What follows belongs to an exercise in optimizing a design on an open flow for small area; a production flow would make more cautious choices. In this exercise RTL edits were held to simulation tests only and were not proved equivalent to the original. Power and IR drop assume default switching activity.

--- design/flow/design.v ---
`timescale 1ns/1ps
module piece_unit (
	input  logic [2:0]  kind,
	input  logic [1:0]  rot,
	input  logic [4:0]  pr,       
	input  logic [3:0]  pcx,      
	input  logic [4:0]  s,        
	output logic [13:0] mask,
	output logic        off_rows  
);
	function automatic logic [4:0] shape_row(input logic [2:0] k, input logic [1:0] r, input logic [4:0] d);
		case ({k, r, d})
			{3'd1, 2'd0, 5'd31}: shape_row = 5'b00100;
			{3'd1, 2'd0, 5'd0}: shape_row = 5'b01110;
			{3'd1, 2'd1, 5'd31}: shape_row = 5'b00100;
			{3'd1, 2'd1, 5'd0}: shape_row = 5'b01100;
			{3'd1, 2'd1, 5'd1}: shape_row = 5'b00100;
			{3'd1, 2'd2, 5'd0}: shape_row = 5'b01110;
			{3'd1, 2'd2, 5'd1}: shape_row = 5'b00100;
			{3'd1, 2'd3, 5'd31}: shape_row = 5'b00100;
			{3'd1, 2'd3, 5'd0}: shape_row = 5'b00110;
			{3'd1, 2'd3, 5'd1}: shape_row = 5'b00100;
			{3'd2, 2'd0, 5'd31}: shape_row = 5'b01100;
			{3'd2, 2'd0, 5'd0}: shape_row = 5'b01100;
			{3'd2, 2'd1, 5'd31}: shape_row = 5'b01100;
			{3'd2, 2'd1, 5'd0}: shape_row = 5'b01100;
			{3'd2, 2'd2, 5'd31}: shape_row = 5'b01100;
			{3'd2, 2'd2, 5'd0}: shape_row = 5'b01100;
			{3'd2, 2'd3, 5'd31}: shape_row = 5'b01100;
			{3'd2, 2'd3, 5'd0}: shape_row = 5'b01100;
			{3'd3, 2'd0, 5'd31}: shape_row = 5'b01000;
			{3'd3, 2'd0, 5'd0}: shape_row = 5'b01110;
			{3'd3, 2'd1, 5'd31}: shape_row = 5'b00100;
			{3'd3, 2'd1, 5'd0}: shape_row = 5'b00100;
			{3'd3, 2'd1, 5'd1}: shape_row = 5'b01100;
			{3'd3, 2'd2, 5'd0}: shape_row = 5'b01110;
			{3'd3, 2'd2, 5'd1}: shape_row = 5'b00010;
			{3'd3, 2'd3, 5'd31}: shape_row = 5'b00110;
			{3'd3, 2'd3, 5'd0}: shape_row = 5'b00100;
			{3'd3, 2'd3, 5'd1}: shape_row = 5'b00100;
			{3'd4, 2'd0, 5'd31}: shape_row = 5'b00010;
			{3'd4, 2'd0, 5'd0}: shape_row = 5'b01110;
			{3'd4, 2'd1, 5'd31}: shape_row = 5'b01100;
			{3'd4, 2'd1, 5'd0}: shape_row = 5'b00100;
			{3'd4, 2'd1, 5'd1}: shape_row = 5'b00100;
			{3'd4, 2'd2, 5'd0}: shape_row = 5'b01110;
			{3'd4, 2'd2, 5'd1}: shape_row = 5'b01000;
			{3'd4, 2'd3, 5'd31}: shape_row = 5'b00100;
			{3'd4, 2'd3, 5'd0}: shape_row = 5'b00100;
			{3'd4, 2'd3, 5'd1}: shape_row = 5'b00110;
			{3'd5, 2'd0, 5'd31}: shape_row = 5'b01100;
			{3'd5, 2'd0, 5'd0}: shape_row = 5'b00110;
			{3'd5, 2'd1, 5'd31}: shape_row = 5'b00100;
			{3'd5, 2'd1, 5'd0}: shape_row = 5'b01100;
			{3'd5, 2'd1, 5'd1}: shape_row = 5'b01000;
			{3'd5, 2'd2, 5'd0}: shape_row = 5'b01100;
			{3'd5, 2'd2, 5'd1}: shape_row = 5'b00110;
			{3'd5, 2'd3, 5'd31}: shape_row = 5'b00010;
			{3'd5, 2'd3, 5'd0}: shape_row = 5'b00110;
			{3'd5, 2'd3, 5'd1}: shape_row = 5'b00100;
			{3'd6, 2'd0, 5'd31}: shape_row = 5'b00110;
			{3'd6, 2'd0, 5'd0}: shape_row = 5'b01100;
			{3'd6, 2'd1, 5'd31}: shape_row = 5'b01000;
			{3'd6, 2'd1, 5'd0}: shape_row = 5'b01100;
			{3'd6, 2'd1, 5'd1}: shape_row = 5'b00100;
			{3'd6, 2'd2, 5'd0}: shape_row = 5'b00110;
			{3'd6, 2'd2, 5'd1}: shape_row = 5'b01100;
			{3'd6, 2'd3, 5'd31}: shape_row = 5'b00100;
			{3'd6, 2'd3, 5'd0}: shape_row = 5'b00110;
			{3'd6, 2'd3, 5'd1}: shape_row = 5'b00010;
			{3'd7, 2'd0, 5'd0}: shape_row = 5'b01111;
			{3'd7, 2'd1, 5'd30}: shape_row = 5'b00100;
			{3'd7, 2'd1, 5'd31}: shape_row = 5'b00100;
			{3'd7, 2'd1, 5'd0}: shape_row = 5'b00100;
			{3'd7, 2'd1, 5'd1}: shape_row = 5'b00100;
			{3'd7, 2'd2, 5'd0}: shape_row = 5'b11110;
			{3'd7, 2'd3, 5'd31}: shape_row = 5'b00100;
			{3'd7, 2'd3, 5'd0}: shape_row = 5'b00100;
			{3'd7, 2'd3, 5'd1}: shape_row = 5'b00100;
			{3'd7, 2'd3, 5'd2}: shape_row = 5'b00100;
			default: shape_row = 5'b00000;
		endcase
	endfunction
	function automatic logic [3:0] shape_reach(input logic [2:0] k, input logic [1:0] r);
		case ({k, r})
			{3'd1, 2'd0}: shape_reach = 4'b0100;
			{3'd1, 2'd1}: shape_reach = 4'b0110;
			{3'd1, 2'd2}: shape_reach = 4'b0010;
			{3'd1, 2'd3}: shape_reach = 4'b0110;
			{3'd2, 2'd0}: shape_reach = 4'b0100;
			{3'd2, 2'd1}: shape_reach = 4'b0010;
			{3'd2, 2'd2}: shape_reach = 4'b0010;
			{3'd2, 2'd3}: shape_reach = 4'b0100;
			{3'd3, 2'd0}: shape_reach = 4'b0100;
			{3'd3, 2'd1}: shape_reach = 4'b0110;
			{3'd3, 2'd2}: shape_reach = 4'b0010;
			{3'd3, 2'd3}: shape_reach = 4'b0110;
			{3'd4, 2'd0}: shape_reach = 4'b0100;
			{3'd4, 2'd1}: shape_reach = 4'b0110;
			{3'd4, 2'd2}: shape_reach = 4'b0010;
			{3'd4, 2'd3}: shape_reach = 4'b0110;
			{3'd5, 2'd0}: shape_reach = 4'b0100;
			{3'd5, 2'd1}: shape_reach = 4'b0110;
			{3'd5, 2'd2}: shape_reach = 4'b0010;
			{3'd5, 2'd3}: shape_reach = 4'b0110;
			{3'd6, 2'd0}: shape_reach = 4'b0100;
			{3'd6, 2'd1}: shape_reach = 4'b0110;
			{3'd6, 2'd2}: shape_reach = 4'b0010;
			{3'd6, 2'd3}: shape_reach = 4'b0110;
			{3'd7, 2'd0}: shape_reach = 4'b0000;
			{3'd7, 2'd1}: shape_reach = 4'b1110;
			{3'd7, 2'd2}: shape_reach = 4'b0000;
			{3'd7, 2'd3}: shape_reach = 4'b0111;
			default: shape_reach = 4'b0000;
		endcase
	endfunction
	logic [4:0] prow;
	logic [17:0] wide;
	logic [3:0] reach;
	assign prow = shape_row(kind, rot, s - pr);
	assign wide = {13'd0, prow} << pcx;
	assign mask = wide[15:2];
	assign reach = shape_reach(kind, rot);
	assign off_rows = (reach[3] && pr < 5'd2) || (reach[2] && pr == 5'd0) ||
		(reach[1] && pr == 5'd19) || (reach[0] && pr >= 5'd18);
endmodule
`timescale 1ns/1ps
module board_store (
	input  logic                    clk,
	input  logic                    reset,
	input  logic [10-1:0]  wr_row,
	output logic [4:0]              ph,
	output logic [10-1:0]  cur_row,    
	output logic [10-1:0]  next_row,   
	input  logic [5-1:0]       row_sel,
	output logic [10-1:0]  row_bits
);
	logic [10-1:0] ring [20];
	logic [5:0] diff;
	logic [4:0] idx;
	assign cur_row = ring[0];
	assign next_row = ring[1];
	always_ff @(posedge clk) begin
		for (int q = 0; q < 20 - 1; q++) begin
			ring[q] <= ring[q + 1];
		end
		ring[20 - 1] <= wr_row;
	end
	always_ff @(posedge clk) begin
		if (reset || ph == 5'd19) ph <= '0;
		else ph <= ph + 1'b1;
	end
	assign diff = {1'b0, row_sel} - {1'b0, ph};
	assign idx = diff[5] ? diff[4:0] + 5'd20 : diff[4:0];
	assign row_bits = (row_sel < 20) ? ring[idx] : '0;
endmodule
`timescale 1ns/1ps
module game_control (
	input  logic                    clk,
	input  logic                    reset,
	input  logic                    tick,
	input  logic                    start,
	input  logic                    left,
	input  logic                    right,
	input  logic                    rotate,
	input  logic                    down,
	input  logic [2:0]              next_kind,
	input  logic [4:0]              ph,
	input  logic [10-1:0]  cur_row,
	input  logic [10-1:0]  next_row,
	output logic [10-1:0]  wr_row,
	output logic [2:0]              shp_kind,
	output logic [1:0]              shp_rot,
	output logic [4:0]              shp_pr,
	output logic [3:0]              shp_pcx,
	input  logic [13:0]             shp_mask,
	input  logic                    shp_off_rows,
	output logic                    playing,
	output logic                    game_over,
	output logic [10-1:0]     lines,
	output logic [6-1:0]     level
);
	localparam logic [2:0] ST_IDLE  = 3'd0;
	localparam logic [2:0] ST_WIPE  = 3'd1;
	localparam logic [2:0] ST_READY = 3'd2;
	localparam logic [2:0] ST_TEST  = 3'd3;
	localparam logic [2:0] ST_LOCK  = 3'd4;
	logic [2:0] state;
	logic act;             
	logic run;             
	logic last;            
	logic [2:0] kind_q;
	logic [1:0] rot_q;
	logic [4:0] pr_q;
	logic [3:0] pcx_q;
	logic rot_go;
	logic sh_go;
	logic sh_left;
	logic dn_go;
	logic hit_acc;
	logic [2:0] cnt;       
	logic first;           
	logic dly;             
	logic [10-1:0] hold;
	logic sp_hit;
	logic rotate_d;
	logic rot_latch;
	logic rot_edge;
	logic [3:0] grav_cnt;
	logic grav_due;
	logic [10-1:0] pmask;
	logic [10-1:0] v;
	logic v_full;
	logic entry;
	logic hit_side;
	logic hit_down;
	logic hit_now;
	logic hit_all;
	logic [10-1:0] sp0;
	logic [10-1:0] sp1;
	logic sp_now;
	assign rot_edge = rotate && !rotate_d;
	assign grav_due = (level >= 6'(9)) || ({1'b0, grav_cnt} + {1'b0, level[3:0]} >= 5'd9);
	assign shp_kind = kind_q;
	assign shp_rot = rot_q + {1'b0, rot_go};
	assign shp_pr = pr_q;
	assign shp_pcx = (rot_go || !sh_go) ? pcx_q : sh_left ? pcx_q - 1'b1 : pcx_q + 1'b1;
	assign pmask = shp_mask[11:2];
	assign run = (state == ST_WIPE || state == ST_TEST || state == ST_LOCK) && (act || ph == 5'd0);
	assign last = run && ph == 5'd19;
	assign v = cur_row | ((state == ST_LOCK && first) ? pmask : '0);
	assign v_full = &v;
	assign entry = run && state == ST_LOCK && cnt != 3'd0 && ph == 5'd0;
	always_comb begin
		if ((run && state == ST_WIPE) || entry) wr_row = '0;
		else if (dly) wr_row = hold;
		else wr_row = v;
	end
	assign hit_side = |(pmask & cur_row) || shp_mask[0] || shp_mask[1] || shp_mask[12] || shp_mask[13];
	assign hit_down = |(pmask & ((ph == 5'd19) ? {10{1'b1}} : next_row));
	assign hit_now = (rot_go || sh_go) ? hit_side : hit_down;
	assign hit_all = hit_acc || hit_now || (rot_go && shp_off_rows);
	always_comb begin
		sp0 = '0;
		sp1 = '0;
		case (next_kind)
			3'd1: begin sp0[4] = 1'b1; sp1[5:3] = 3'b111; end
			3'd2: begin sp0[5:4] = 2'b11; sp1[5:4] = 2'b11; end
			3'd3: begin sp0[5] = 1'b1; sp1[5:3] = 3'b111; end
			3'd4: begin sp0[3] = 1'b1; sp1[5:3] = 3'b111; end
			3'd5: begin sp0[5:4] = 2'b11; sp1[4:3] = 2'b11; end
			3'd6: begin sp0[4:3] = 2'b11; sp1[5:4] = 2'b11; end
			3'd7: begin sp0[6:3] = 4'b1111; end
			default: ;
		endcase
	end
	assign sp_now = (ph == 5'd0 && |(wr_row & sp0)) || (ph == 5'd1 && |(wr_row & sp1));
	always_ff @(posedge clk) begin
		hold <= v;
	end
	always_ff @(posedge clk) begin
		if (reset) begin
			state <= ST_WIPE;
			act <= 1'b0;
			rot_go <= 1'b0;
			sh_go <= 1'b0;
			dn_go <= 1'b0;
			dly <= 1'b0;
			first <= 1'b0;
			rotate_d <= 1'b0;
			rot_latch <= 1'b0;
			playing <= 1'b0;
			game_over <= 1'b0;
			lines <= '0;
			level <= '0;
		end else begin
			rotate_d <= rotate;
			if (rot_edge) rot_latch <= 1'b1;
			act <= run && !last;
			if (run) begin
				hit_acc <= (ph != 5'd0 && hit_acc) || hit_now;
				sp_hit <= (ph != 5'd0 && sp_hit) || sp_now;
			end
			case (state)
				ST_IDLE: begin
					if (start) begin
						rot_latch <= 1'b0;
						playing <= 1'b1;
						game_over <= 1'b0;
						lines <= '0;
						level <= '0;
						kind_q <= next_kind;
						rot_q <= '0;
						pr_q <= (next_kind == 3'd7) ? 5'd0 : 5'd1;
						pcx_q <= (next_kind == 3'd7) ? 4'd7 : 4'd6;
						grav_cnt <= '0;
						state <= ST_WIPE;
					end
				end
				ST_WIPE: begin
					if (last) state <= playing ? ST_READY : ST_IDLE;
				end
				ST_READY: begin
					if (tick) begin
						rot_go <= (rot_latch || rot_edge) && (kind_q != 3'd2);
						rot_latch <= 1'b0;
						sh_go <= left ^ right;
						sh_left <= left;
						dn_go <= down || grav_due;
						grav_cnt <= (down || grav_due) ? '0 : grav_cnt + 1'b1;
						state <= ST_TEST;
					end
				end
				ST_TEST: begin
					if (!rot_go && !sh_go && !dn_go) begin
						state <= ST_READY;
					end else if (run) begin
						if (!rot_go && !sh_go) begin
							cnt <= ((ph == 5'd0) ? 3'd0 : cnt) + {2'b0, &(cur_row | pmask)};
						end
						if (last) begin
							if (rot_go) begin
								rot_go <= 1'b0;
								if (!hit_all) rot_q <= shp_rot;
							end else if (sh_go) begin
								sh_go <= 1'b0;
								if (!hit_all) pcx_q <= shp_pcx;
							end else begin
								dn_go <= 1'b0;
								if (!hit_all) begin
									pr_q <= pr_q + 1'b1;
								end else begin
									first <= 1'b1;
									state <= ST_LOCK;
								end
							end
						end
					end
				end
				ST_LOCK: begin
					if (run) begin
						dly <= (entry || dly) && !v_full;
					end
					if (last) begin
						first <= 1'b0;
						if (cnt != 3'd0) begin
							lines <= lines + 1'b1;
							if (lines[1:0] == 2'b11 && level != '1) level <= level + 1'b1;
						end
						if (cnt > 3'd1) begin
							cnt <= cnt - 1'b1;
						end else begin
							playing <= !(sp_hit || sp_now);
							game_over <= sp_hit || sp_now;
							kind_q <= next_kind;
							rot_q <= '0;
							pr_q <= (next_kind == 3'd7) ? 5'd0 : 5'd1;
							pcx_q <= (next_kind == 3'd7) ? 4'd7 : 4'd6;
							grav_cnt <= '0;
							state <= (sp_hit || sp_now) ? ST_IDLE : ST_READY;
						end
					end
				end
				default: state <= ST_IDLE;
			endcase
		end
	end
endmodule
`timescale 1ns/1ps
module tetris_core (
	input  logic                    clk,
	input  logic                    reset,
	input  logic                    tick,
	input  logic                    start,
	input  logic                    left,
	input  logic                    right,
	input  logic                    rotate,
	input  logic                    down,
	input  logic [2:0]              next_kind,
	input  logic [5-1:0]       row_sel,
	output logic [10-1:0]  row_bits,
	output logic                    playing,
	output logic                    game_over,
	output logic [10-1:0]     lines,
	output logic [6-1:0]     level
);
	logic [4:0] ph;
	logic [10-1:0] cur_row;
	logic [10-1:0] next_row;
	logic [10-1:0] wr_row;
	logic [2:0] shp_kind;
	logic [1:0] shp_rot;
	logic [4:0] shp_pr;
	logic [3:0] shp_pcx;
	logic [13:0] shp_mask;
	logic shp_off_rows;
	board_store u_board (
		.clk      (clk),
		.reset    (reset),
		.wr_row   (wr_row),
		.ph       (ph),
		.cur_row  (cur_row),
		.next_row (next_row),
		.row_sel  (row_sel),
		.row_bits (row_bits)
	);
	piece_unit u_piece (
		.kind     (shp_kind),
		.rot      (shp_rot),
		.pr       (shp_pr),
		.pcx      (shp_pcx),
		.s        (ph),
		.mask     (shp_mask),
		.off_rows (shp_off_rows)
	);
	game_control u_ctrl (
		.clk          (clk),
		.reset        (reset),
		.tick         (tick),
		.start        (start),
		.left         (left),
		.right        (right),
		.rotate       (rotate),
		.down         (down),
		.next_kind    (next_kind),
		.ph           (ph),
		.cur_row      (cur_row),
		.next_row     (next_row),
		.wr_row       (wr_row),
		.shp_kind     (shp_kind),
		.shp_rot      (shp_rot),
		.shp_pr       (shp_pr),
		.shp_pcx      (shp_pcx),
		.shp_mask     (shp_mask),
		.shp_off_rows (shp_off_rows),
		.playing      (playing),
		.game_over    (game_over),
		.lines        (lines),
		.level        (level)
	);
endmodule
--- design/flow/run.sh ---
#!/bin/bash
# synth_recipe.tcl (not shown) runs the flow's synth.tcl, then flattens the netlist and writes it again
# the make line also repeats each setting of config.mk as NAME=value (left out here)
make -C /OpenROAD-flow-scripts/flow DESIGN_CONFIG=/design/flow/config.mk WORK_HOME=/design/flow/orfs CLKGATE_MAP_FILE= SYNTH_SCRIPT=/design/flow/synth_recipe.tcl finish
--- design/flow/config.mk ---
export PLATFORM = sky130hd
export DESIGN_NAME = tetris_core
export DESIGN_NICKNAME = tetris_core
export VERILOG_FILES = /design/flow/design.v
export SDC_FILE = /design/flow/constraint.sdc
export NUM_CORES = 4
export LEC_CHECK = 0
export CAP_MARGIN = 20
export CORE_MARGIN = 2
export CORE_UTILIZATION = 30
export CTS_BUF_LIST = sky130_fd_sc_hd__clkbuf_4
export PLACE_DENSITY = 0.4
export SLEW_MARGIN = 20
--- design/flow/constraint.sdc ---
create_clock -name core_clock -period 10.0 [get_ports {clk}]
set_input_delay 2.0000 -clock core_clock [delete_from_list [all_inputs] [get_ports {clk}]]
set_output_delay 2.0000 -clock core_clock [all_outputs]
set_load 0.01 [all_outputs]
==> results of run 1 <==
## stage by stage
step	util (%)	cell area [um2]	std cells	hold WS, ns
after floorplan	-	11380	1179	0.3257
after global placement	33.15	12430	1708	0.3327
after detailed placement	33.15	12430	1708	0.3362
after CTS	35.52	13310	1827	0.3412
after global routing	35.52	13320	1828	0.3414
final	35.52	13320	1828	0.3394
## sequential cells by signal (all words and copies together) (netlist names), 2 cells and up
name,cells
u_board.ph,5
u_board.ring,200
u_ctrl.cnt,3
u_ctrl.grav_cnt,4
u_ctrl.hold,10
u_ctrl.kind_q,3
u_ctrl.level,6
u_ctrl.lines,10
u_ctrl.pcx_q,4
u_ctrl.pr_q,5
u_ctrl.rot_q,2
u_ctrl.state,3
## how the worst min path moves through the flow
stage | cells past startpoint | slack (ns) | end | startpoint
after floorplan | 0 | 0.33 | u_board.ring[10][0] | u_board.ring[11][0]
after global placement | 0 | 0.33 | u_board.ring[11][5] | u_board.ring[12][5]
after detailed placement | 0 | 0.34 | u_board.ring[8][0] | u_board.ring[9][0]
after CTS | 0 | 0.34 | u_board.ring[16][4] | u_board.ring[17][4]
after global routing | 0 | 0.34 | u_board.ring[16][4] | u_board.ring[17][4]
final | 0 | 0.34 | u_board.ring[16][4] | u_board.ring[17][4]
## Yosys cell counts (4+ instances only)
cell and count:
a21oi_1 49, fa_1 4, xnor2_1 17, a211oi_1 13
nand2b_1 22, o21ai_1 6, nor4_1 15, nor3b_1 8
nor2_1 115, a22o_1 10, o21ai_0 40, nor3_1 33
a222oi_1 9, or4_1 7, nand3b_1 5, o211ai_1 12
a22oi_1 63, edfxtp_1 24, clkbuf_1 35, nor2b_1 8
buf_1 6, and3_1 10, a31oi_1 18, o31ai_1 7
nand3_1 43, xor2_1 18, nand2_1 79, mux2i_1 12
and2_1 8, o21a_1 10, o22ai_1 5, or3_1 10
buf_2 6, nand4_1 25, a221oi_1 15, a21o_1 9
inv_1 42, a2111oi_0 6, ha_1 41, dfxtp_1 244
## where the power goes
group | switching [mW] | internal (mW)
logic | 0.292 | 0.144
registers | 0.0534 | 1.15
clock network | 0.437 | 0.515
total | 0.782 | 1.81
## logic make-up after synthesis
group	after synthesis	share of synthesized area (%)
flip-flops	268	49.25
adder cells (fa/ha/maj)	45	5.211
multiplexers	15	1.451
buffers and inverters	94	3.397
XOR/XNOR	37	2.979
AO/OA/AOI/OAI	314	19.80
AND/OR/NAND/NOR	406	17.91
## layout make-up
class	instances	share of cell area, %
multi-input combinational	817	40.51
timing repair buffer	69	4.698
tap	511	4.801
antenna	1	0.01879
sequential	268	42.09
inverter	43	1.212
clock inverter	11	0.5825
clock buffer	108	6.089
## layer usage
layer	up-vias	track usage [%]	share of wire [%]
met5	-	0	0.036
met4	2	6.329	1.8
met3	51	4.086	5.6
met2	300	28.08	44
met1	4522	25.88	48
li1	4606	-	-
==> flow_metrics.env, run 1 <==
export IMPL_cts_buffers=72
export IMPL_run_status="finished clean"
export IMPL_start_util_pct=30.36
export IMPL_setup_total_negative_slack_ns=0
export IMPL_routabilityCongestion=0.8615
export IMPL_die_y_um=198.8
export IMPL_timing_critical_path_fanout_max=10
export IMPL_max_transition_viols_final=0
export IMPL_first_global_vias=9532
export IMPL_cts_resized=0
export IMPL_rr_startpoint="u_ctrl.rot_go"
export IMPL_grt_total_usage_pct=18.51
export IMPL_dp_hpwl_um=24900
export IMPL_layout_cells_most_common_list="dfxtp_1, nor2_1, clkbuf_4"
export IMPL_final_net_count=1332
export IMPL_area_growth_synth_to_final_pct=17.01
export IMPL_clock_skew_final_ns=0.03745
export IMPL_critical_path_slowest_cell="a211oi_1"
export IMPL_setup_viol_count_final=0
export IMPL_multi_input_area_um2=5394
export IMPL_global_route_wire_length_before_repair_um=55850
export IMPL_die_x_um=198.8
export IMPL_crit_start="row_sel[1]"
export IMPL_floorplan_die_area_um2=39510
export IMPL_synthTopCellsByArea="dfxtp_1, edfxtp_1, ha_1, a22oi_1, nor2_1"
export IMPL_quantity_of_hold_fixing_buffers_added_after_cts=0
export IMPL_ctsHtreeMaxLevel=3
export IMPL_worst_ir_drop_vdd_mv=0.06649
export IMPL_hold_class="reg2reg"
export IMPL_detail_route_antenna_nets=0
export IMPL_overall_overflow_remaining_after_global_route=0
export IMPL_syn_inst=1179
export IMPL_worst_setup_path_endpoint="row_bits[6]"
export IMPL_ff2ff_setup_slack_ns=3.56
export IMPL_synthDistinctLibCells=86
export IMPL_drive_above_1_share_pct=12.01
export IMPL_clock_sink_count=268
export IMPL_synth_top_cell_area_share_pct=42.92
export IMPL_fillCellCount=3930
export IMPL_fmax_ghz=0.1194
export IMPL_tritoncts_clock_tree="done"
export IMPL_yosys_area_top_type="dfxtp_1"
export IMPL_max_slew_worst_pin_slew_ns=1.119
export IMPL_rows=71
export IMPL_avgRoutedWirePerCell_um=19.67
export IMPL_crit_path_frequent_cell="a211oi_1"
export IMPL_max_slew_headroom_pct=23.46
export IMPL_core_area_um2=37490
export IMPL_reg2regPathDepth=15
export IMPL_clock_path_buffers=3
export IMPL_grt_antenna_before_repair=2
export IMPL_cpLargestDelayFamily="compound AO/OA/AOI/OAI gates"
export IMPL_dp_worst_setup_slack_ns=1.708
export IMPL_critical_path_class="in2out"
export IMPL_period_needed_ns=8.376
export IMPL_asyncSetResetFlopFracSynth_pct=0
export IMPL_count_of_buffers_from_port_buffering=43
export IMPL_clock_root_buffer="clkbuf_4"
export IMPL_max_cap_violations=0
export IMPL_drt_first_pass_iters=5
export IMPL_grt_max_degree=38
export IMPL_worstSetupStartpointType="primary input"
export IMPL_syn_area_per_cell_um2=9.653
export IMPL_wirelength_um=35950
export IMPL_worst_endpoint_arrival_ns=6.38
export IMPL_total_power_mw=2.590
export IMPL_seqCellArea_um2=5605
export IMPL_crit_path_max_incr_delay_ns=0.53
export IMPL_clk_pin_slew_worst_paths_ns=0.07
export IMPL_detailroute_via_count=9481
export IMPL_power_static_leakage_nw=4.970
export IMPL_number_of_endpoints_with_negative_hold_slack_in_the_final_report=0
export IMPL_synth_ff_latch_count=268
export IMPL_cp_num_buf_inv=4
export IMPL_mappedNetlistNets=1240
export IMPL_ys_dominant_reg_cell="dfxtp_1"
export IMPL_rsz0062_at_grt="no"
export IMPL_worst_setup_slack_after_layout_ns=1.624
export IMPL_cp_end_kind="output pin"
export IMPL_r2r_end="u_ctrl.pr_q[2]"
export IMPL_ys_seq_area_share_pct=49.25
export IMPL_ios=44
export IMPL_cp_cell_sequence="clkdlybuf4s50_1 > ha_1 > nor2b_1 > o21ai_0 > nand2_1 > xnor2_1 > inv_1 > ha_1 > a211oi_1 > a211oi_1 > nand2b_1 > nand2b_1 > nor3b_1 > buf_4 > a22oi_1 > nand4_1 > a211oi_1 > a31oi_1 > clkdlybuf4s50_1"
export IMPL_finalCritPeriodShare_pct=83.76
export IMPL_synth_cell_area_um2=11380
export IMPL_post_cts_buffers=0
export IMPL_post_drt_via_cell_ratio=5.187
export IMPL_number_of_design_rule_violations_left_after_detail_routing=0
export IMPL_layout_commonest_cell="dfxtp_1"
export IMPL_number_of_synthesized_flops_with_an_enable_pin=24
export IMPL_worst_skew_pair_late_latency_ns=0.68
export IMPL_critical_path_depth=19
export IMPL_power_per_cell_area_nw_per_um2=194.5
export IMPL_worst_ep_required_time_ns=8.00
export IMPL_synth_yosys_warnings=4
export IMPL_detail_route_iter0_violations=572
==> run 2, diff against run 1 <==
--- a/design/flow/config.mk
+++ b/design/flow/config.mk
@@ -7,7 +7,7 @@
 export LEC_CHECK = 0
 export CAP_MARGIN = 20
 export CORE_MARGIN = 2
-export CORE_UTILIZATION = 30
+export CORE_UTILIZATION = 60
 export CTS_BUF_LIST = sky130_fd_sc_hd__clkbuf_4
-export PLACE_DENSITY = 0.4
+export PLACE_DENSITY = 0.7
 export SLEW_MARGIN = 20
==> run 2 against run 1 <==
  * Synthesized area did not move
  * Sequential power barely moved
  * Fmax fell by 7.2%
==> flow_metrics.env, run 2 <==
export IMPL_number_of_synthesized_flops_with_an_enable_pin=24
export IMPL_post_drt_via_cell_ratio=6.331
export IMPL_layout_commonest_cell="dfxtp_1"
export IMPL_max_transition_viols_final=0
export IMPL_timing_critical_path_fanout_max=10
export IMPL_stdcell_count=1540
export IMPL_tritoncts_clock_tree="done"
export IMPL_syn_area_per_cell_um2=9.653
export IMPL_worst_ir_drop_vdd_mv=0.1215
export IMPL_worst_skew_pair_late_latency_ns=0.67
export IMPL_register_containing_the_most_flip_flops_in_the_final_layout="u_board.ring"
export IMPL_setup_viol_count_final=0
export IMPL_power_per_cell_area_nw_per_um2=195.1
export IMPL_worst_ep_required_time_ns=8.00
export IMPL_quantity_of_hold_fixing_buffers_added_after_cts=0
export IMPL_die_y_um=141.7
export IMPL_mappedNetlistNets=1240
export IMPL_ios=44
export IMPL_rsz0062_at_grt="no"
export IMPL_asyncSetResetFlopFracSynth_pct=0
export IMPL_largest_registers="u_board.ring x200, u_ctrl.hold x10, u_ctrl.lines x10"
export IMPL_synth_most_common_cell="dfxtp_1"
export IMPL_max_slew_headroom_pct=17.23
export IMPL_start_util_pct=61.05
export IMPL_routabilityCongestion=0.9353
export IMPL_layout_cells_most_common_list="dfxtp_1, nor2_1, clkbuf_4"
export IMPL_fraction_of_the_mapped_netlist_area_in_adder_cells_pct=5.211
export IMPL_rows=50
export IMPL_synth_top_family_by_area="compound AO/OA/AOI/OAI gates"
export IMPL_core_area_um2=18640
export IMPL_fin_worst_hold_slack_ns=0.3364
export IMPL_synth_top_cell_area_share_pct=42.92
export IMPL_overall_overflow_remaining_after_global_route=0
export IMPL_synth_cell_area_um2=11380
export IMPL_synth_ff_latch_count=268
export IMPL_avgRoutedWirePerCell_um=20.01
export IMPL_worst_endpoint_arrival_ns=7.02
export IMPL_cts_buffers=67
export IMPL_wirelength_um=30820
export IMPL_setup_total_negative_slack_ns=0
export IMPL_drive_above_1_share_pct=10.96
export IMPL_clock_path_buffers=3
export IMPL_drt_first_pass_iters=6
export IMPL_final_net_count=1323
export IMPL_floorplan_die_area_um2=20090
export IMPL_global_route_wire_length_before_repair_um=49390
export IMPL_compound_gate_portion_of_the_synthesized_area_pct=19.80
export IMPL_fillCellCount=1521
export IMPL_dpl_cell_count=1427
export IMPL_fmax_ghz=0.1108
export IMPL_detailroute_via_count=9749
export IMPL_grt_max_degree=38
export IMPL_synthDistinctLibCells=86
export IMPL_syn_inst=1179
export IMPL_die_x_um=141.7
export IMPL_synth_simple_area_share_pct=17.91
export IMPL_synth_commonest_cells="dfxtp_1, nor2_1, nand2_1, a22oi_1, a21oi_1"
export IMPL_cts_resized=0
export IMPL_area_growth_synth_to_final_pct=13.18
export IMPL_clk_pin_slew_worst_paths_ns=0.07
export IMPL_yosys_mux_area_fraction_pct=1.451
export IMPL_clock_sink_count=268
export IMPL_clock_skew_final_ns=0.03538
export IMPL_synth_yosys_warnings=4
export IMPL_first_global_vias=9355
export IMPL_dp_hpwl_um=21040
export IMPL_grt_total_usage_pct=31.05
export IMPL_power_static_leakage_nw=4.894
export IMPL_number_of_design_rule_violations_left_after_detail_routing=0
export IMPL_ys_seq_area_share_pct=49.25
export IMPL_grt_antenna_before_repair=1
export IMPL_synthTopCellsByArea="dfxtp_1, edfxtp_1, ha_1, a22oi_1, nor2_1"
export IMPL_period_needed_ns=9.023
export IMPL_ctsHtreeMaxLevel=3
export IMPL_synth_xor_area_share_pct=2.979
export IMPL_count_of_buffers_from_port_buffering=43
export IMPL_largest_reg_flops=200
export IMPL_clock_root_buffer="clkbuf_4"
export IMPL_hold_class="reg2reg"
export IMPL_fin_util_pct=69.09
export IMPL_cp_end_kind="output pin"
export IMPL_number_of_endpoints_with_negative_hold_slack_in_the_final_report=0
export IMPL_run_status="finished clean"
export IMPL_detail_route_antenna_nets=0
export IMPL_critical_path_class="in2out"
export IMPL_max_cap_violations=0
export IMPL_max_slew_worst_pin_slew_ns=1.237
export IMPL_finalCritPeriodShare_pct=90.23
export IMPL_worstSetupStartpointType="primary input"
export IMPL_post_cts_buffers=0
export IMPL_yosys_area_top_type="dfxtp_1"
export IMPL_detail_route_iter0_violations=954
export IMPL_ys_dominant_reg_cell="dfxtp_1"
[run 2: cell counts after synthesis]
Identical to the previous run, type by type.
[run 2: power breakdown]
group,leakage [nW],total [mW],switching [mW],internal (mW)
registers,2.19,1.20,0.0517,1.15
clock network,0.479,0.892,0.434,0.459
logic,2.23,0.422,0.279,0.143
total,4.89,2.51,0.764,1.75
[run 2: worst max-delay path, stage by stage]
cell	delay, ns
clkdlybuf4s50_1	0.45
ha_1	0.31
nor2b_1	0.13
o21ai_0	0.22
nand2_1	0.13
xnor2_1	0.19
inv_1	0.06
ha_1	0.20
nor3_1	0.18
nor3b_1	0.07
a21oi_1	0.13
o32ai_1	0.16
or3b_2	0.53
nor2_1	0.96
a22oi_1	0.24
nand4_1	0.16
a211oi_1	0.06
a31oi_1	0.23
clkdlybuf4s50_1	0.59
[run 2: layout make-up]
cell class | instances | area, um2 | area share [%]
tap | 234 | 292.8 | 2.273
clock inverter | 20 | 136.4 | 1.059
sequential | 268 | 5605 | 43.52
antenna | 1 | 2.502 | 0.01943
timing repair buffer | 65 | 595.6 | 4.624
inverter | 43 | 161.4 | 1.253
clock buffer | 92 | 690.7 | 5.362
multi-input combinational | 817 | 5396 | 41.89
[run 2: cell families after synthesis]
logic type                 count (synthesis)
AOI/OAI and AO/OA                        314
xor gates and xnor gates                  37
adders and majority gates                 45
buffers and inverters                     94
DFF                                      268
muxes                                     15
and+or+nand+nor                          406
[run 2: final timing paths]
check | start | end | slack (ns) | depth (start not counted)
min | u_board.ring[15][1] | u_board.ring[14][1] | 0.34 | 0
max reg2reg | u_ctrl.rot_go | u_ctrl.pr_q[3] | 3.71 | 15
max | row_sel[1] | row_bits[2] | 0.98 | 19
min reg2reg | u_board.ring[15][1] | u_board.ring[14][1] | 0.34 | 0
[run 2: per-layer routing]
metal  up-vias  GRT usage [%]  wire length (um)
li1       4599              -                 -
met1      4648          44.01             13860
met2       447          48.21             13750
met3        55          6.716              2678
met4         0          8.737               526
met5         -              0                 0
[run 2: per-stage QoR]
stage | area (um2) | setup slack (ns) | total power, mW
global placement | 12050 | 1.377 | 1.627
CTS | 12880 | 1.088 | 2.519
global route | 12880 | 0.6659 | 2.638
detailed placement | 12050 | 1.158 | 1.631
finish | 12880 | 0.9774 | 2.514
floorplan | 11380 | 2.705 | 1.506
==> run 3, diff against run 2 <==
--- a/design/flow/config.mk
+++ b/design/flow/config.mk
@@ -8,6 +8,8 @@
 export CAP_MARGIN = 20
 export CORE_MARGIN = 2
 export CORE_UTILIZATION = 60
-export CTS_BUF_LIST = sky130_fd_sc_hd__clkbuf_4
+export CTS_BUF_LIST = sky130_fd_sc_hd__clkbuf_16
+export CTS_CLUSTER_DIAMETER = 100
+export CTS_CLUSTER_SIZE = 25
 export PLACE_DENSITY = 0.7
 export SLEW_MARGIN = 20
==> run 3 against run 2 <==
  * First-iteration DRC count down 1.9%
  * Worst hold slack improved by 0.0057 ns
  * Setup slack better by 0.045 ns
  * Wire length down 2.1%
  * Clock power is 34% lower
  * Clock-buffer cell count is 78 lower
  * Via count fell by 4.3%
  * Global-route usage is 0.99 points lower
  * Critical endpoint unchanged
  * Largest cell class unchanged
==> flow_metrics.env, run 3 <==
export IMPL_synthDistinctLibCells=86
export IMPL_top_layer="met4"
export IMPL_layout_cells_most_common_list="dfxtp_1, nor2_1, nand2_1"
export IMPL_post_cts_buffers=0
export IMPL_clk_pin_slew_worst_paths_ns=0.09
export IMPL_core_area_um2=18640
export IMPL_fillCellCount=1543
export IMPL_clock_root_buffer="clkbuf_16"
export IMPL_layout_commonest_cell="dfxtp_1"
export IMPL_rows=50
export IMPL_cts_resized=0
export IMPL_max_transition_viols_final=0
export IMPL_wirelength_um=30180
export IMPL_detailroute_via_count=9325
export IMPL_max_cap_violations=0
export IMPL_syn_area_per_cell_um2=9.653
export IMPL_count_of_buffers_from_port_buffering=43
export IMPL_synth_most_common_cell="dfxtp_1"
export IMPL_crit_path_max_incr_delay_ns=0.90
export IMPL_wl_met2_um=13390
export IMPL_setup_total_negative_slack_ns=0
export IMPL_clock_path_buffers=3
export IMPL_clock_sink_count=268
export IMPL_instance_count_along_the_most_critical_hold_path=0
export IMPL_ff2ff_setup_slack_ns=3.72
export IMPL_rr_startpoint="u_ctrl.rot_go"
export IMPL_routabilityCongestion=0.9353
export IMPL_period_needed_ns=8.978
export IMPL_overall_overflow_remaining_after_global_route=0
export IMPL_cp_num_buf_inv=3
export IMPL_max_slew_worst_pin_slew_ns=1.159
export IMPL_hold_path_startpoint="u_board.ring[10][7]"
export IMPL_final_net_count=1270
export IMPL_die_y_um=141.7
export IMPL_run_status="finished clean"
export IMPL_mappedNetlistNets=1240
export IMPL_worst_skew_pair_late_latency_ns=0.51
export IMPL_asyncSetResetFlopFracSynth_pct=0
export IMPL_cp_end_kind="output pin"
export IMPL_worst_ir_drop_vdd_mv=0.2057
export IMPL_r2r_end="u_ctrl.pr_q[4]"
export IMPL_synth_cell_area_um2=11380
export IMPL_rsz0062_at_grt="no"
export IMPL_synth_commonest_cells="dfxtp_1, nor2_1, nand2_1, a22oi_1, a21oi_1"
export IMPL_worstSetupStartpointType="primary input"
export IMPL_max_slew_headroom_pct=22.42
export IMPL_detail_route_wirelength_met1_um=14010
export IMPL_synth_top_cell_area_share_pct=42.92
export IMPL_insertedDiodeCount=0
export IMPL_global_route_wire_length_before_repair_um=48140
export IMPL_post_drt_via_cell_ratio=6.449
export IMPL_met3WireLength_um=2220
export IMPL_dp_hpwl_um=21040
export IMPL_avgRoutedWirePerCell_um=20.87
export IMPL_setup_viol_count_final=0
export IMPL_number_of_design_rule_violations_left_after_detail_routing=0
export IMPL_synth_yosys_warnings=4
export IMPL_ctsHtreeMaxLevel=1
export IMPL_finalInstanceArea_um2=12440
export IMPL_cp_cell_sequence="clkdlybuf4s50_1 > ha_1 > nor2b_1 > o21ai_0 > nand2_1 > xnor2_1 > inv_1 > ha_1 > nor3_1 > nor3b_1 > a21oi_1 > o32ai_1 > or3b_2 > nor2_1 > a22oi_1 > nand4_1 > a211oi_1 > a31oi_1 > clkdlybuf4s50_1"
export IMPL_ios=44
export IMPL_yosys_mux_area_fraction_pct=1.451
export IMPL_critical_path_slowest_cell="nor2_1"
export IMPL_hold_class="reg2reg"
export IMPL_syn_inst=1179
export IMPL_hold_end="u_board.ring[9][7]"
export IMPL_number_of_synthesized_flops_with_an_enable_pin=24
export IMPL_register_containing_the_most_flip_flops_in_the_final_layout="u_board.ring"
export IMPL_detail_route_antenna_nets=0
export IMPL_critical_path_class="in2out"
export IMPL_placement_cell_area_um2=12050
export IMPL_fraction_of_the_mapped_netlist_area_in_adder_cells_pct=5.211
export IMPL_grt_antenna_before_repair=0
export IMPL_quantity_of_hold_fixing_buffers_added_after_cts=0
export IMPL_number_of_endpoints_with_negative_hold_slack_in_the_final_report=0
export IMPL_worst_endpoint_arrival_ns=6.98
export IMPL_detail_route_iter0_violations=936
export IMPL_reg2regPathDepth=15
export IMPL_synth_top_family_by_area="compound AO/OA/AOI/OAI gates"
export IMPL_die_x_um=141.7
export IMPL_drt_first_pass_iters=5
export IMPL_cts_buffers=14
export IMPL_first_global_vias=8878
export IMPL_largest_registers="u_board.ring x200, u_ctrl.hold x10, u_ctrl.lines x10"
export IMPL_yosys_area_top_type="dfxtp_1"
export IMPL_cpLargestDelayFamily="simple AND/OR/NAND/NOR gates"
export IMPL_dp_worst_setup_slack_ns=1.158
export IMPL_synth_xor_area_share_pct=2.979
export IMPL_tritoncts_clock_tree="done"
export IMPL_ys_dominant_reg_cell="dfxtp_1"
export IMPL_start_util_pct=61.05
export IMPL_drive_above_1_share_pct=4.785
export IMPL_ys_seq_area_share_pct=49.25
export IMPL_fmax_ghz=0.1114
export IMPL_worst_setup_slack_after_layout_ns=1.022
export IMPL_power_per_cell_area_nw_per_um2=177.8
export IMPL_synth_ff_latch_count=268
export IMPL_grt_total_usage_pct=30.05
export IMPL_compound_gate_portion_of_the_synthesized_area_pct=19.80
export IMPL_finalCritPeriodShare_pct=89.78
export IMPL_largest_reg_flops=200
export IMPL_grt_max_degree=38
export IMPL_floorplan_die_area_um2=20090
export IMPL_synth_simple_area_share_pct=17.91
export IMPL_clock_skew_final_ns=0.03828
export IMPL_timing_critical_path_fanout_max=10
export IMPL_area_growth_synth_to_final_pct=9.290
export IMPL_power_static_leakage_nw=4.615
export IMPL_synthTopCellsByArea="dfxtp_1, edfxtp_1, ha_1, a22oi_1, nor2_1"
export IMPL_worst_ep_required_time_ns=8.00
-- run 3: cell counts after synthesis --
No cell type changed its count.
-- run 3: cells by family (layout without fill, tap and decap cells) --
| group | Yosys count | count (layout) |
|---|---|---|
| AND/OR/NAND/NOR | 406 | 406 |
| AO/OA/AOI/OAI | 314 | 314 |
| flip-flops | 268 | 268 |
| buffers and inverters | 94 | 127 |
| adder cells (fa/ha/maj) | 45 | 45 |
| XOR/XNOR | 37 | 37 |
| multiplexers | 15 | 15 |
-- run 3: area by class of cell --
type | instances | area (um2) | area share [%]
flip-flops and latches | 268 | 5605 | 45.07
inverters | 43 | 161.4 | 1.298
clock inverters | 5 | 36.28 | 0.2917
repair buffers | 65 | 595.6 | 4.788
multi-input cells | 817 | 5396 | 43.39
clock buffers | 14 | 350.3 | 2.817
well taps | 234 | 292.8 | 2.354
-- run 3: worst max path at each step --
stage	start	to	slack [ns]	depth (start not counted)
finish	row_sel[1]	row_bits[2]	1.02	19
global route	row_sel[1]	row_bits[2]	0.69	19
CTS	row_sel[1]	row_bits[2]	1.09	19
detailed placement	row_sel[1]	row_bits[2]	1.16	19
global placement	row_sel[1]	row_bits[2]	1.38	19
floorplan	row_sel[0]	row_bits[2]	2.70	17
-- run 3: per-stage QoR --
stage                     power [mW]  util, %  std cells  hold slack (ns)
after floorplan                1.506        -       1179           0.3257
after global placement         1.627    64.63       1427           0.3318
after detailed placement       1.631    64.63       1427           0.3346
after CTS                      2.210    66.70       1446           0.3258
after global routing           2.305    66.72       1446           0.3471
final                          2.212    66.72       1446           0.3421
-- run 3: report_power, final --
group	switching [mW]	leakage (nW)	total, mW	internal [mW]
Clock	0.334	0.200	0.592	0.259
Combinational	0.279	2.23	0.421	0.143
Sequential	0.0512	2.19	1.20	1.15
Total	0.663	4.61	2.21	1.55
-- run 3: layer usage --
| metal | track usage [%] | up-vias |
|---|---|---|
| met5 | 0 | - |
| met3 | 4.657 | 45 |
| li1 | - | 4430 |
| met1 | 44.14 | 4456 |
| met4 | 6.053 | 0 |
| met2 | 47.42 | 394 |
==> run 4, diff against run 3 <==
==> design/flow/config.mk (replaced) <==
export PLATFORM = sky130hd
export DESIGN_NAME = tetris_core
export DESIGN_NICKNAME = tetris_core
export VERILOG_FILES = /design/flow/design.v
export SDC_FILE = /design/flow/constraint.sdc
export NUM_CORES = 4
export LEC_CHECK = 0
export CAP_MARGIN = 20
export CORE_MARGIN = 2
export CORE_UTILIZATION = 30
export PLACE_DENSITY = 0.4
export SLEW_MARGIN = 20
==> run 4 against run 3 <==
  * Highest routed layer unchanged
  * Register-to-register slack worse by 0.20 ns
  * Critical path depth is 1 higher
  * Critical path type unchanged
  * Clock power is 81% higher
  * Largest power group unchanged
  * Power is 22% higher
  * Fmax is 7.5% higher
==> flow_metrics.env, run 4 <==
export IMPL_run_status="finished clean"
export IMPL_setup_viol_count_final=0
export IMPL_detailroute_via_count=9210
export IMPL_start_util_pct=30.36
export IMPL_insertedDiodeCount=0
export IMPL_finalInstanceArea_um2=13380
export IMPL_rsz0062_at_grt="no"
export IMPL_wirelength_um=35550
export IMPL_finalCritPeriodShare_pct=83.54
export IMPL_placement_cell_area_um2=12430
export IMPL_cp_end_kind="output pin"
export IMPL_yosys_area_top_type="dfxtp_1"
export IMPL_clock_skew_final_ns=0.01059
export IMPL_area_growth_synth_to_final_pct=17.58
export IMPL_switching_power_as_a_share_of_total_power_pct=28.94
export IMPL_power_share_combinational_pct=16.1
export IMPL_syn_area_per_cell_um2=9.653
export IMPL_reg2regPathDepth=18
export IMPL_r2r_end="u_ctrl.cnt[2]"
export IMPL_period_needed_ns=8.354
export IMPL_setup_total_negative_slack_ns=0
export IMPL_worst_skew_pair_late_latency_ns=0.55
export IMPL_core_area_um2=37490
export IMPL_busiest_layer="met2"
export IMPL_timing_critical_path_fanout_max=7
export IMPL_die_y_um=198.8
export IMPL_ys_seq_area_share_pct=49.25
export IMPL_synth_yosys_warnings=4
export IMPL_max_transition_viols_final=0
export IMPL_worst_endpoint_arrival_ns=6.35
export IMPL_power_share_sequential_pct=44.4
export IMPL_tritoncts_clock_tree="done"
export IMPL_rows=71
export IMPL_clock_power_share_pct=39.4
export IMPL_groute_layer_met2_usage_pct=28.17
export IMPL_count_of_buffers_from_port_buffering=43
export IMPL_quantity_of_hold_fixing_buffers_added_after_cts=0
export IMPL_die_x_um=198.8
export IMPL_final_net_count=1287
export IMPL_number_of_synthesized_flops_with_an_enable_pin=24
export IMPL_drt_first_pass_iters=5
export IMPL_floorplan_die_area_um2=39510
export IMPL_first_global_vias=9096
export IMPL_clock_root_buffer="clkbuf_16"
export IMPL_synth_cell_area_um2=11380
export IMPL_cts_resized=0
export IMPL_ctsHtreeMaxLevel=1
export IMPL_routabilityCongestion=0.8615
export IMPL_grt_antenna_before_repair=0
export IMPL_globalRouteMet3Util_pct=2.408
export IMPL_synthTopCellsByArea="dfxtp_1, edfxtp_1, ha_1, a22oi_1, nor2_1"
export IMPL_max_cap_violations=0
export IMPL_ff2ff_setup_slack_ns=3.52
export IMPL_mappedNetlistNets=1240
export IMPL_power_static_leakage_nw=4.907
export IMPL_max_slew_headroom_pct=22.52
export IMPL_register_containing_the_most_flip_flops_in_the_final_layout="u_board.ring"
export IMPL_instance_count_along_the_most_critical_hold_path=0
export IMPL_drive_above_1_share_pct=7.298
export IMPL_clock_path_buffers=3
export IMPL_power_per_cell_area_nw_per_um2=202.1
export IMPL_grt_total_usage_pct=18.06
export IMPL_synth_commonest_cells="dfxtp_1, nor2_1, nand2_1, a22oi_1, a21oi_1"
export IMPL_intPower_mw=1.922
export IMPL_worstSetupStartpointType="primary input"
export IMPL_worst_ir_drop_vdd_mv=0.1133
export IMPL_avgRoutedWirePerCell_um=20.22
export IMPL_met1_track_demand_over_resource_pct=26.20
export IMPL_post_drt_via_cell_ratio=5.239
export IMPL_grt_max_degree=38
export IMPL_global_route_wire_length_before_repair_um=55020
export IMPL_hold_path_startpoint="u_board.ring[17][5]"
export IMPL_hold_end="u_board.ring[16][5]"
export IMPL_largest_reg_flops=200
export IMPL_critical_path_class="in2out"
export IMPL_asyncSetResetFlopFracSynth_pct=0
export IMPL_synthDistinctLibCells=86
export IMPL_rr_startpoint="u_ctrl.rot_go"
export IMPL_syn_inst=1179
export IMPL_number_of_design_rule_violations_left_after_detail_routing=0
export IMPL_fmax_ghz=0.1197
export IMPL_detail_route_iter0_violations=579
export IMPL_max_slew_worst_pin_slew_ns=1.133
export IMPL_critical_path_slowest_cell="clkdlybuf4s50_1"
export IMPL_synth_top_cell_area_share_pct=42.92
export IMPL_power_switching_uw=782.7
export IMPL_crit_path_max_incr_delay_ns=0.58
export IMPL_clock_sink_count=268
export IMPL_synth_ff_latch_count=268
export IMPL_worst_ep_required_time_ns=8.00
export IMPL_largest_registers="u_board.ring x200, u_ctrl.hold x10, u_ctrl.lines x10"
export IMPL_hold_class="reg2reg"
export IMPL_cp_cell_sequence="clkdlybuf4s50_1 > ha_1 > nor2b_1 > o21ai_0 > nand2_1 > xnor2_1 > inv_1 > ha_1 > nor3_1 > nor3b_1 > a21oi_1 > o32ai_1 > or2_2 > nor2_1 > buf_4 > a221oi_1 > nand3_1 > nor2_1 > a21oi_1 > clkdlybuf4s50_1"
export IMPL_dp_hpwl_um=24900
export IMPL_synth_most_common_cell="dfxtp_1"
export IMPL_clk_pin_slew_worst_paths_ns=0.06
export IMPL_cts_buffers=27
export IMPL_overall_overflow_remaining_after_global_route=0
export IMPL_ys_dominant_reg_cell="dfxtp_1"
export IMPL_ios=44
export IMPL_layout_cells_most_common_list="dfxtp_1, nor2_1, nand2_1"
export IMPL_post_cts_buffers=0
export IMPL_number_of_endpoints_with_negative_hold_slack_in_the_final_report=0
export IMPL_layout_commonest_cell="dfxtp_1"
export IMPL_detail_route_antenna_nets=0
run 4: cell types whose count changed in the layout (fill, tap and decap cells not counted), moves of 2 or more:
cell        delta
clkbuf_16     +15
clkbuf_8       +6
buf_4          +4
clkbuf_1       +4
clkinv_2       +4
inv_1          -3
bufinv_16      +2
clkinvlp_4     +2
run 4: per-stage QoR:
stage / hold WS (ns) / setup WS [ns] / total power, mW / util (%) / instances
3_5_place_dp: 0.3362 / 1.708 / 1.656 / 33.15 / 1708
4_1_cts: 0.3477 / 1.680 / 2.734 / 35.70 / 1758
3_3_place_gp: 0.3327 / 1.720 / 1.659 / 33.15 / 1708
2_1_floorplan: 0.3257 / 2.705 / 1.506 / - / 1179
5_1_grt: 0.3535 / 1.257 / 2.828 / 35.70 / 1758
6_report: 0.3447 / 1.646 / 2.704 / 35.70 / 1758
run 4: area by class of cell:
| type | count | area, um2 |
|---|---|---|
| clock buffer | 39 | 823.3 |
| clock inverter | 11 | 132.6 |
| fill | 3858 | 24110 |
| inverter | 43 | 161.4 |
| multi-input combinational | 817 | 5394 |
| sequential | 268 | 5605 |
| tap | 511 | 639.4 |
| timing repair buffer | 69 | 625.6 |
run 4: layer usage:
| metal | part of all wire (%) | vias to the layer above |
|---|---|---|
| met5 | 0 | - |
| met4 | 2.0 | 0 |
| met3 | 5.6 | 50 |
| met2 | 44 | 274 |
| met1 | 48 | 4419 |
| li1 | - | 4467 |
run 4: critical path, delay by kind of cell:
| family | cells | cell delay, ns |
|---|---|---|
| XOR/XNOR | 1 | 0.21 |
| AO/OA/AOI/OAI | 5 | 0.79 |
| buffers and inverters | 4 | 1.39 |
| AND/OR/NAND/NOR | 8 | 1.46 |
| adder cells (fa/ha/maj) | 2 | 0.49 |
run 4: cell families after synthesis:
family | Yosys count | share of synthesized area, %
buf+inv | 94 | 3.397
fa+ha+maj | 45 | 5.211
flops | 268 | 49.25
compound gates | 314 | 19.80
mux | 15 | 1.451
xor+xnor | 37 | 2.979
simple gates | 406 | 17.91
run 4: worst max path at each step:
stage	cells past startpoint	start	end	slack, ns
after global routing	19	row_sel[1]	row_bits[6]	1.26
after CTS	20	row_sel[1]	row_bits[0]	1.68
after detailed placement	20	row_sel[1]	row_bits[0]	1.71
after global placement	20	row_sel[1]	row_bits[4]	1.72
after floorplan	17	row_sel[0]	row_bits[2]	2.70
final	20	row_sel[1]	row_bits[0]	1.65
run 4: power by group through the flow:
stage                     clock (mW)  combinational [mW]  sequential [mW]
after floorplan                    0               0.308             1.20
after global placement             0               0.434             1.22
after detailed placement           0               0.433             1.22
after CTS                       1.10               0.435             1.20
after global routing            1.14               0.479             1.21
final                           1.07               0.436             1.20

==> afterwards: timing with drivers on the ports <==
How much do the figures lean on ideal ports? The routed layouts below were timed once more, with nothing changed but the port constraints. Step 1: set_driving_cell puts a clkbuf_16 on clk and a buf_2 on each other input, an assumption about the parent block. Step 2 moves the port delays by t, midway between the first and last clock arrival at a register: inputs arrive t later, outputs are due t later. That takes back most of the time a late clock gives input paths. Three values: no drivers, after step 1, after step 2; two values: the first two.
| run | t, ns | setup slack, ns | worst setup path at the end |
|---|---|---|---|
| run 1 | 0.704 | 1.624 / 1.597 / 1.597 | input to output |
| run 2 | 0.695 | 0.977 / 0.954 / 0.954 | input to output |
| run 3 | 0.540 | 1.022 / 0.999 / 0.999 | input to output |
| run 4 | 0.595 | 1.646 / 1.618 / 1.618 | input to output |
After both steps setup and hold are still met in every run listed. For run 4, which loses most, drivers alone change the setup slack by -0.028 ns; drivers and shift together by -0.028 ns.
